Background: an optimization exercise with open tools, aiming at small area, a short achievable clock period and few clock cycles. Do not read the settings as production practice.
Only simulation tests tie the RTL to the original design; equivalence was not proved.
Power figures rest on the tool's default switching activity, not on a simulated workload.

==> flow/design.v, too long to show whole: its modules and the start of the top module <==
// module alu_seq_handshake: 764 lines
module alu_seq_handshake (
    input  logic        clk,
    input  logic        rst_n,
    input  logic        in_valid,
    output logic        in_ready,
    input  logic [63:0] a,
    input  logic [63:0] b,
    input  logic [3:0]  alu_op,
    output logic        out_valid,
    input  logic        out_ready,
    output logic [63:0] result,
    output logic        zero,
    output logic        bge,
    output logic        illegal
);
  // ...
==> flow/run.sh <==
#!/bin/bash
# synth_recipe.tcl (not shown) runs the flow's synth.tcl, then flattens the netlist and writes it again
# the make line also repeats each setting of config.mk as NAME=value (left out here)
make -C /OpenROAD-flow-scripts/flow DESIGN_CONFIG=/design/flow/config.mk WORK_HOME=/design/flow/orfs CLKGATE_MAP_FILE= SYNTH_SCRIPT=/design/flow/synth_recipe.tcl finish
==> flow/config.mk <==
export PLATFORM = sky130hd
export DESIGN_NAME = alu_seq_handshake
export DESIGN_NICKNAME = alu_seq_handshake
export VERILOG_FILES = /design/flow/design.v
export SDC_FILE = /design/flow/constraint.sdc
export NUM_CORES = 4
export LEC_CHECK = 0
export CAP_MARGIN = 20
export CORE_MARGIN = 2
export CORE_UTILIZATION = 40
export SLEW_MARGIN = 20
==> flow/constraint.sdc <==
create_clock -name core_clock -period 6.5 [get_ports {clk}]
set_input_delay 1.3000 -clock core_clock [delete_from_list [all_inputs] [get_ports {clk}]]
set_output_delay 1.3000 -clock core_clock [all_outputs]
set_load 0.01 [all_outputs]
==> flow_summary.toml, run 1 <==
[power]
p_clk_share_pct = 14.5
p_sw_mw = 7.73
power_leader = "combinational cells"
switching_share_pct = 50.5
p_int_mw = 7.57
clk-power_mw = 2.22

[setup_path]
path_max_fanout = 42
max_stage_delay_ns = 0.94
crit_path_end = "res_q[4]"
crit_chain = "and4bb_4, mux4_2, mux2i_1, nand2_1, and2_0, mux4_2, nand2_1, o21ai_1, a221oi_1, nor2_1"
rrSetupSlack_ns = 1.29
cp.depth = 10

[clocking]
cts_buffer_depth = 3
cts_inserted_buffers = 38

[placement]
placed_area_sq_um = 38200
dp_hpwl_mm = 145

[hold_path]
hp-class = "flip-flop to flip-flop"

[yosys]
synth_top_family_by_area = "compound AO/OA/AOI/OAI gates"
ys_top_cells_by_area = "edfxtp_1 22%, fa_1 14%, mux2i_1 7.8%, xnor2_1 6.9%, a22oi_1 5.4%"
synthesis.area_sq_um = 35000
synth-seq-cells = 264
yosys.area.top_type = "edfxtp_1"

[routing]
via_per_inst = 7.03
wl_met3_mm = 24.6

[grt]
antenna_found_initial = 13
grt_pass1_vias = 33200
use_met1_pct = 53.6

[cells_and_area]
mostFrequentLayoutCell = "nand2_1"
clkbuf_count = 44
largestRegisters = "a_q: 64 flops, b_q: 64 flops, res_q: 64 flops"
multi_input_area_share_pct = 64.4
finalInstanceArea_sq_um = 39400
nFillCells = 8593
seq_share_pct = 20.0
largest_class = "multi-input combinational cells"
multi_input_cells = 3038

[floorplan]
die_w_um = 300
io_pins = 205
initial_utilization_pct = 40.3
num_rows = 108

[run_status]
outcome = "no timing/DRC/antenna violations"

[sta]
setup_viol = 0
slew_headroom_pct = 13.6
period_minus_slack_ns = 5.21
Testbench counts, summed over its fixed seeds: cycles 3,702.
==> inputs of run 2 (changes only) <==
--- a/flow/design.v
+++ b/flow/design.v
@@ -20,56 +20,61 @@
     localparam logic [3:0] OP_SLL = 4'b0011;
     localparam logic [3:0] OP_SRL = 4'b0100;
     localparam logic [3:0] OP_SRA = 4'b0101;
     localparam logic [3:0] OP_SUB = 4'b0110;
     localparam logic [3:0] OP_SLT = 4'b0111;
     localparam logic [3:0] OP_MUL = 4'b1000;
     localparam logic [3:0] OP_NOR = 4'b1100;
     logic        iv_q;
-    logic [3:0]  op_q;
     logic [63:0] a_q, b_q;
-    logic        bprev_q;      
+    logic        f_and_q, f_or_q, f_nor_q, f_add_q, f_slt_q, f_sr_q, f_sll_q;
+    logic        f_sub_q;      
+    logic        f_fill_q;     
+    logic        f_mul_q, f_ill_q;
     logic        started_q;    
+    logic        last_q;       
+    logic [3:0]  bone_q, btwo_q, bneg_q;    
     logic        ov_q;
     logic [63:0] res_q;
     logic        ill_q;
     logic [63:0] c_q;          
-    logic is_mul, or_free, exec_alu, step, last;
-    assign is_mul   = (op_q == OP_MUL);
+    logic or_free, exec_alu, step;
     assign or_free  = ~ov_q | out_ready;
-    assign exec_alu = iv_q & ~is_mul & or_free;
-    assign step     = iv_q & is_mul & (started_q | or_free);
-    assign last     = (&b_q[63:7]) | ~(|b_q[63:7]);
+    assign exec_alu = iv_q & ~f_mul_q & or_free;
+    assign step     = iv_q & f_mul_q & (started_q | or_free);
     assign in_ready = ~iv_q | exec_alu;
-    logic [3:0]  bone, btwo, bneg;
-    logic [63:0] pp0, pp1, pp2, pp3;
-    logic [63:0] acc_s, acc_c;
-    logic [63:0] tree_s, tree_c;
-    always_comb begin
+    function automatic logic [11:0] booth8(input logic [7:0] m, input logic p);
         logic [2:0] g;
+        logic [3:0] one, two, neg;
         for (int i = 0; i < 4; i++) begin
-            g = {b_q[2*i+1], b_q[2*i], (i == 0) ? bprev_q : b_q[2*i-1]};
-            bone[i] = g[1] ^ g[0];
-            btwo[i] = (g == 3'b011) | (g == 3'b100);
-            bneg[i] = g[2] & ~(g[1] & g[0]);
+            g = {m[2*i+1], m[2*i], (i == 0) ? p : m[2*i-1]};
+            one[i] = g[1] ^ g[0];
+            two[i] = (g == 3'b011) | (g == 3'b100);
+            neg[i] = g[2] & ~(g[1] & g[0]);
         end
-    end
+        booth8 = {neg, two, one};
+    endfunction
     function automatic logic [63:0] booth_row(input logic [63:0] x, input logic one,
                                               input logic two, input logic neg,
                                               input int sh);
         logic [63:0] m, r;
         m = ({64{one}} & x) | ({64{two}} & {x[62:0], 1'b0});
         r = m ^ {64{neg}};
         booth_row = r << sh;
     endfunction
-    assign pp0 = booth_row(a_q, bone[0], btwo[0], bneg[0], 0);
-    assign pp1 = booth_row(a_q, bone[1], btwo[1], bneg[1], 2);
-    assign pp2 = booth_row(a_q, bone[2], btwo[2], bneg[2], 4);
-    assign pp3 = booth_row(a_q, bone[3], btwo[3], bneg[3], 6);
+    logic [3:0]  bneg;
+    logic [63:0] pp0, pp1, pp2, pp3;
+    logic [63:0] acc_s, acc_c;
+    logic [63:0] tree_s, tree_c;
+    assign bneg = bneg_q;
+    assign pp0 = booth_row(a_q, bone_q[0], btwo_q[0], bneg_q[0], 0);
+    assign pp1 = booth_row(a_q, bone_q[1], btwo_q[1], bneg_q[1], 2);
+    assign pp2 = booth_row(a_q, bone_q[2], btwo_q[2], bneg_q[2], 4);
+    assign pp3 = booth_row(a_q, bone_q[3], btwo_q[3], bneg_q[3], 6);
     assign acc_s = started_q ? res_q : 64'd0;
     assign acc_c = started_q ? c_q   : 64'd0;
     wire fa0_s = acc_s[0] ^ bneg[0] ^ pp0[0];
     wire fa0_c = (acc_s[0] & bneg[0]) | (acc_s[0] & pp0[0]) | (bneg[0] & pp0[0]);
     wire fa1_s = acc_s[1] ^ acc_c[1] ^ pp0[1];
     wire fa1_c = (acc_s[1] & acc_c[1]) | (acc_s[1] & pp0[1]) | (acc_c[1] & pp0[1]);
     wire fa2_s = acc_s[2] ^ acc_c[2] ^ bneg[1];
     wire fa2_c = (acc_s[2] & acc_c[2]) | (acc_s[2] & bneg[1]) | (acc_c[2] & bneg[1]);
@@ -678,86 +683,95 @@
     assign tree_s[60] = fa227_c;
     assign tree_c[60] = fa231_s;
     assign tree_s[61] = fa231_c;
     assign tree_c[61] = fa235_s;
     assign tree_s[62] = fa235_c;
     assign tree_c[62] = fa239_s;
     assign tree_s[63] = fa239_c;
     assign tree_c[63] = fa243_s;
-    logic        sub, lt, sll, sra;
-    logic [63:0] addy, sum, a_rev, sh_in, shr, shr_rev;
-    logic [63:0] alu_res;
-    logic        alu_ill;
-    assign sub  = (op_q == OP_SUB) | (op_q == OP_SLT);
-    assign addy = b_q ^ {64{sub}};
-    assign sum  = a_q + addy + {63'd0, sub};
-    assign lt   = (a_q[63] ^ b_q[63]) ? a_q[63] : sum[63];
-    always_comb begin
-        for (int i = 0; i < 64; i++) a_rev[i] = a_q[63-i];
-    end
-    assign sll   = (op_q == OP_SLL);
-    assign sra   = (op_q == OP_SRA);
-    assign sh_in = sll ? a_rev : a_q;
+    logic [63:0] sum, shr, shr_rev, alu_res;
+    logic        lt;
+    assign sum = a_q + b_q + {63'd0, f_sub_q};
+    assign lt  = (a_q[63] ^ ~b_q[63]) ? a_q[63] : sum[63];
     always_comb begin
         logic [64:0] t;
-        t   = $signed({sra & a_q[63], sh_in}) >>> b_q[5:0];
+        t   = $signed({f_fill_q, a_q}) >>> b_q[5:0];
         shr = t[63:0];
         for (int i = 0; i < 64; i++) shr_rev[i] = shr[63-i];
     end
+    assign alu_res = ({64{f_and_q}} & (a_q & b_q))
+                   | ({64{f_or_q}}  & (a_q | b_q))
+                   | ({64{f_nor_q}} & ~(a_q | b_q))
+                   | ({64{f_add_q}} & sum)
+                   | ({64{f_sr_q}}  & shr)
+                   | ({64{f_sll_q}} & shr_rev)
+                   | {63'd0, f_slt_q & lt};
+    logic        d_sub, d_sll, d_mul;
+    logic [63:0] a_rev;
+    logic [11:0] bth_in, bth_step;
+    assign d_sub = (alu_op == OP_SUB) | (alu_op == OP_SLT);
+    assign d_sll = (alu_op == OP_SLL);
+    assign d_mul = (alu_op == OP_MUL);
     always_comb begin
-        alu_res = 64'd0;
-        alu_ill = 1'b0;
-        case (op_q)
-            OP_AND:         alu_res = a_q & b_q;
-            OP_OR:          alu_res = a_q | b_q;
-            OP_NOR:         alu_res = ~(a_q | b_q);
-            OP_ADD, OP_SUB,
-            OP_MUL:         alu_res = sum;
-            OP_SLT:         alu_res = {63'd0, lt};
-            OP_SLL:         alu_res = shr_rev;
-            OP_SRL, OP_SRA: alu_res = shr;
-            default:        alu_ill = 1'b1;
-        endcase
+        for (int i = 0; i < 64; i++) a_rev[i] = a[63-i];
     end
+    assign bth_in   = booth8(b[7:0], 1'b0);
+    assign bth_step = booth8(b_q[15:8], b_q[7]);
     always_ff @(posedge clk) begin
         if (!rst_n) begin
             iv_q <= 1'b0;
             ov_q <= 1'b0;
         end else begin
             if (in_ready) iv_q <= in_valid;
             if (exec_alu) ov_q <= 1'b1;
             else if (out_ready) ov_q <= 1'b0;
         end
     end
     always_ff @(posedge clk) begin
         if (in_ready) begin
-            a_q       <= a;
-            b_q       <= b;
-            op_q      <= alu_op;
-            bprev_q   <= 1'b0;
+            a_q       <= d_sll ? a_rev : a;
+            b_q       <= b ^ {64{d_sub}};
+            f_and_q   <= (alu_op == OP_AND);
+            f_or_q    <= (alu_op == OP_OR);
+            f_nor_q   <= (alu_op == OP_NOR);
+            f_add_q   <= (alu_op == OP_ADD) | (alu_op == OP_SUB);
+            f_slt_q   <= (alu_op == OP_SLT);
+            f_sr_q    <= (alu_op == OP_SRL) | (alu_op == OP_SRA);
+            f_sll_q   <= d_sll;
+            f_sub_q   <= d_sub;
+            f_fill_q  <= (alu_op == OP_SRA) & a[63];
+            f_mul_q   <= d_mul;
+            f_ill_q   <= ~((alu_op == OP_AND) | (alu_op == OP_OR) | (alu_op == OP_ADD) |
+                           (alu_op == OP_SLL) | (alu_op == OP_SRL) | (alu_op == OP_SRA) |
+                           (alu_op == OP_SUB) | (alu_op == OP_SLT) | d_mul |
+                           (alu_op == OP_NOR));
             started_q <= 1'b0;
+            last_q    <= (&b[63:7]) | ~(|b[63:7]);
+            {bneg_q, btwo_q, bone_q} <= bth_in;
         end else if (step) begin
-            if (last) begin
-                a_q  <= tree_s;
-                b_q  <= tree_c;
-                op_q <= OP_ADD;
+            if (last_q) begin
+                a_q     <= tree_s;
+                b_q     <= tree_c;
+                f_mul_q <= 1'b0;
+                f_add_q <= 1'b1;
             end else begin
                 a_q       <= {a_q[55:0], 8'd0};
                 b_q       <= {{8{b_q[63]}}, b_q[63:8]};
-                bprev_q   <= b_q[7];
                 started_q <= 1'b1;
+                last_q    <= (&b_q[63:15]) | ~(|b_q[63:15]);
+                {bneg_q, btwo_q, bone_q} <= bth_step;
             end
         end
     end
     always_ff @(posedge clk) begin
         if (exec_alu) begin
             res_q <= alu_res;
-            ill_q <= alu_ill;
-        end else if (step & ~last) begin
+            ill_q <= f_ill_q;
+        end else if (step & ~last_q) begin
             res_q <= tree_s;
             c_q   <= tree_c;
         end
     end
     assign out_valid = ov_q;
     assign result    = res_q;
     assign zero      = ~(|res_q);
     assign bge       = ~res_q[63];
==> flow/config.mk (replaced) <==
export PLATFORM = sky130hd
export DESIGN_NAME = alu_seq_handshake
export DESIGN_NICKNAME = alu_seq_handshake
export VERILOG_FILES = /design/flow/design.v
export SDC_FILE = /design/flow/constraint.sdc
export NUM_CORES = 4
export LEC_CHECK = 0
export CAP_MARGIN = 20
export CORE_MARGIN = 2
export CORE_UTILIZATION = 40
export SETUP_SLACK_MARGIN = 3.5
export SLEW_MARGIN = 20
==> run 2 against run 1 <==
Still clean on timing, DRC and antenna. Clock skew is 0.0074 ns lower. Sequential share of layout area is 3.7 points lower. Via count is 18% higher. Count of clock-buffer cells in the layout stayed put. Cell count is 17% higher. Worst setup slack better by 1.1 ns. Core utilization is 13 points higher. Area after synthesis is 1.7% higher. Critical path depth is 6 higher. Register-to-register slack better by 1.1 ns. Largest power group unchanged.
==> flow_summary.toml, run 2 <==
[setup_path]
reg2reg_to = "res_q[63]"
critPathLaunch = "b_q[30]"
cp.required_ns = 6.85
crit_path_end = "res_q[63]"
path_max_fanout = 3
reg2reg_from = "b_q[30]"
start_kind = "flip-flop"
r2r_cells = 16
cp_data_arrival_time_ns = 4.51
crit_type = "flip-flop to flip-flop"
rrSetupSlack_ns = 2.34
endpoint_kind = "flip-flop"

[sta]
fin_worst_skew_ns = 0.0305
period_minus_slack_ns = 4.16
fmax_mhz = 241
rsz0062_at_grt = "yes"
final_max_slew_viol_count = 0
fin_setup_tns_ns = 0
slew_headroom_pct = 22.0
setup_viol = 0
worst_pin_slew_ns = 1.16
hold_violations = 0
finalCritPeriodShare_pct = 63.9

[power]
combPwrFrac_pct = 76.7
p_int_mw = 13.1
power_density_nw_per_um2 = 506
p_clk_share_pct = 9.5
switching_share_pct = 49.9
seq_power_share_pct = 13.8
ir_worst_vdd_uv = 327
p_leak_nw = 19.9
finalPower_mw = 26.2
p_sw_mw = 13.1

[routing]
vias = 40800
dr.pass1.iters = 7
drt_iter0_drc = 7538
ant_nets = 0
drc = 0
wire_per_inst_um = 40.4
via_per_inst = 7.11
totalWireLength_mm = 232

[yosys]
ys_warn_count = 1
synth_compound_area_share_pct = 19.4
synthCells = 3967
synth-xor-area-share_pct = 8.91
synthMuxAreaShare_pct = 8.91
synth-seq-cells = 283
synthAdderAreaFrac_pct = 18.6
async_flop_share_pct = 0
ys_top_cells_by_area = "edfxtp_1 24%, fa_1 14%, xnor2_1 8.2%, nand2_1 5.9%, a22oi_1 5.3%"
synthesis.area_sq_um = 35600
synth_top_family_by_area = "compound AO/OA/AOI/OAI gates"
synth_edf_count = 280
synth.most_common_cell = "nand2_1"
seq_area_frac_synth_pct = 23.8
synth_top_flop_cell = "edfxtp_1"
syn_nets = 4487
synth_commonest_cells = "563 x nand2_1, 333 x xnor2_1, 292 x clkbuf_1"
yosys.area_share.simple_pct = 14.3
synth_top_area_share_pct = 23.6
ys_types = 77
synth_area_per_cell_sq_um = 8.97
yosys.area.top_type = "edfxtp_1"

[floorplan]
die_area_sq_um = 91400
initial_utilization_pct = 40.3
core_sq_um = 88200
io_pins = 205
num_rows = 109
die_w_um = 302
fp.dieH_um = 302

[clocking]
root_buffer = "clkbuf_16"
clk_latency_ns = 0.61
hold_buffers = 0
cts_buffer_depth = 3
clkTransAtPathRegs_ns = 0.07
htreeDepth = 2
clock_sink_count = 283
cts_inserted_buffers = 39
cts_tree = "yes"

[placement]
place_congestion = 1.11
port-buffer-count = 204
dp_hpwl_mm = 148

[cells_and_area]
nets = 5046
final_cell_mix = "485 x nand2_1, 388 x buf_4, 280 x xnor2_1, 280 x edfxtp_1, 177 x buf_6"
layout-drive-gt1-share_pct = 38.1
largestRegisters = "a_q: 64 flops, b_q: 64 flops, res_q: 64 flops"
syn_to_final_growth_pct = 45.6
ff_latch_area_sq_um = 8470
nFillCells = 7366
mostFrequentLayoutCell = "nand2_1"
multi_input_area_sq_um = 30300

[grt]
grt_max_degree = 96
grt_pass1_wl_mm = 307
grt_pass1_vias = 37600
grt_use_total_pct = 48.7
antenna_found_initial = 26
grt.overflow.total = 0

[hold_path]
hp-class = "flip-flop to flip-flop"
whs_path_depth = 0

[run_status]
outcome = "no timing/DRC/antenna violations"

[job]
drv_cap = 0
run 2: cell types whose count changed in the layout (fill, tap and decap cells not counted), moves of 113 or more:
cell | previous run | this run
mux2i_1 | 273 | 116
fa_2 | 0 | 165
fa_1 | 240 | 77
inv_1 | 42 | 155
o21ai_0 | 235 | 50
buf_4 | 140 | 388
buf_6 | 0 | 177
nand2_1 | 347 | 485
run 2: power groups by stage:
stage	Clock [mW]	Sequential (mW)	Combinational [mW]
after floorplan	0	3.31	7.77
after global placement	0	3.95	12.4
after detailed placement	0	3.96	12.5
after CTS	2.45	3.56	17.5
after global routing	2.51	3.59	20.5
final	2.48	3.62	20.1
run 2: kinds of logic after synthesis:
| family | Yosys count |
|---|---|
| AOI/OAI and AO/OA | 1010 |
| xor gates and xnor gates | 362 |
| adders and majority gates | 384 |
| buffers and inverters | 560 |
| DFF | 283 |
| muxes | 237 |
| and+or+nand+nor | 1131 |
run 2: critical path, stage by stage, from the launching register on:
cell,delay [ns]
edfxtp_1,0.53
inv_2,0.09
ha_4,0.26
a21o_1,0.22
o41ai_4,0.37
o21a_1,0.25
o211ai_1,0.15
a21oi_4,0.26
o21bai_1,0.13
a221o_1,0.38
o211ai_1,0.18
nand2_1,0.09
fa_2,0.42
a22oi_2,0.14
nand3_2,0.11
a221oi_2,0.23
nor2_1,0.08
run 2: what timing repair did:
item                        CTS  global route
setup endpoints to repair   388           327
setup buffers               446           114
gates cloned                 32             5
pin swaps                   398           285
resized for setup          1172           387
run 2: worst min path at each step:
stage | startpoint | end | slack (ns)
2_1_floorplan | f_ill_q | ill_q | 0.40
3_3_place_gp | f_ill_q | ill_q | 0.41
3_5_place_dp | f_ill_q | ill_q | 0.41
4_1_cts | f_ill_q | ill_q | 0.42
5_1_grt | f_ill_q | ill_q | 0.44
6_report | f_ill_q | ill_q | 0.42
run 2: layer usage:
| layer | global-route usage [%] | vias to the layer above | routed length, um |
|---|---|---|---|
| li1 | - | 15400 | - |
| met1 | 58.3 | 19900 | 77400 |
| met2 | 66.1 | 4230 | 89400 |
| met3 | 25.8 | 1255 | 42000 |
| met4 | 34.3 | 22 | 22900 |
| met5 | 2.90 | - | 587 |
run 2: per-stage QoR:
stage	util [%]	cells	setup WS (ns)	hold WS [ns]	instance area [sq um]
global route	58.7	5727	2.38	0.440	51800
global placement	43.8	5052	1.65	0.407	38600
CTS	55.6	5603	2.52	0.424	49100
finish	58.7	5742	2.34	0.422	51800
floorplan	-	3967	2.58	0.400	36200
detailed placement	43.8	5053	1.62	0.410	38700
run 2: layout make-up:
cell class | instances | share of cell area (%)
multi-input cells | 3126 | 58.4
repair inverters | 5 | 0.0845
inverters | 194 | 1.61
flip-flops and latches | 283 | 16.3
clock inverters | 28 | 0.686
diodes | 20 | 0.0966
well taps | 1165 | 2.81
clock buffers | 44 | 1.96
repair buffers | 877 | 18.0
Testbench counts of run 2, summed over its fixed seeds: cycles 3,702.

re-timing with driven ports:
The results above use ideal ports. As a check the final layouts listed here were re-extracted and re-timed, cells and wires unchanged.
Step 1 assumes that a clkbuf_16 drives the clock port and a buf_2 every other input.
Step 2 adds t to the input delays and takes it off the output delays; t is the mean of the earliest and latest rising clock arrival at the registers after step 1. Input paths then give back, and output paths get back, about the clock's delay inside the block.
a / b / c = ideal / step 1 / step 2; a / b = the first two.
| run | shift t [ns] | setup slack, ns | worst register clock-pin slew, ns |
|---|---|---|---|
| run 1 | 0.659 | 1.287 / 1.266 / 1.287 | 0.08 / 0.08 |
| run 2 | 0.671 | 2.345 / 2.345 / 2.345 | 0.07 / 0.07 |
After both steps every run listed still meets setup and hold.
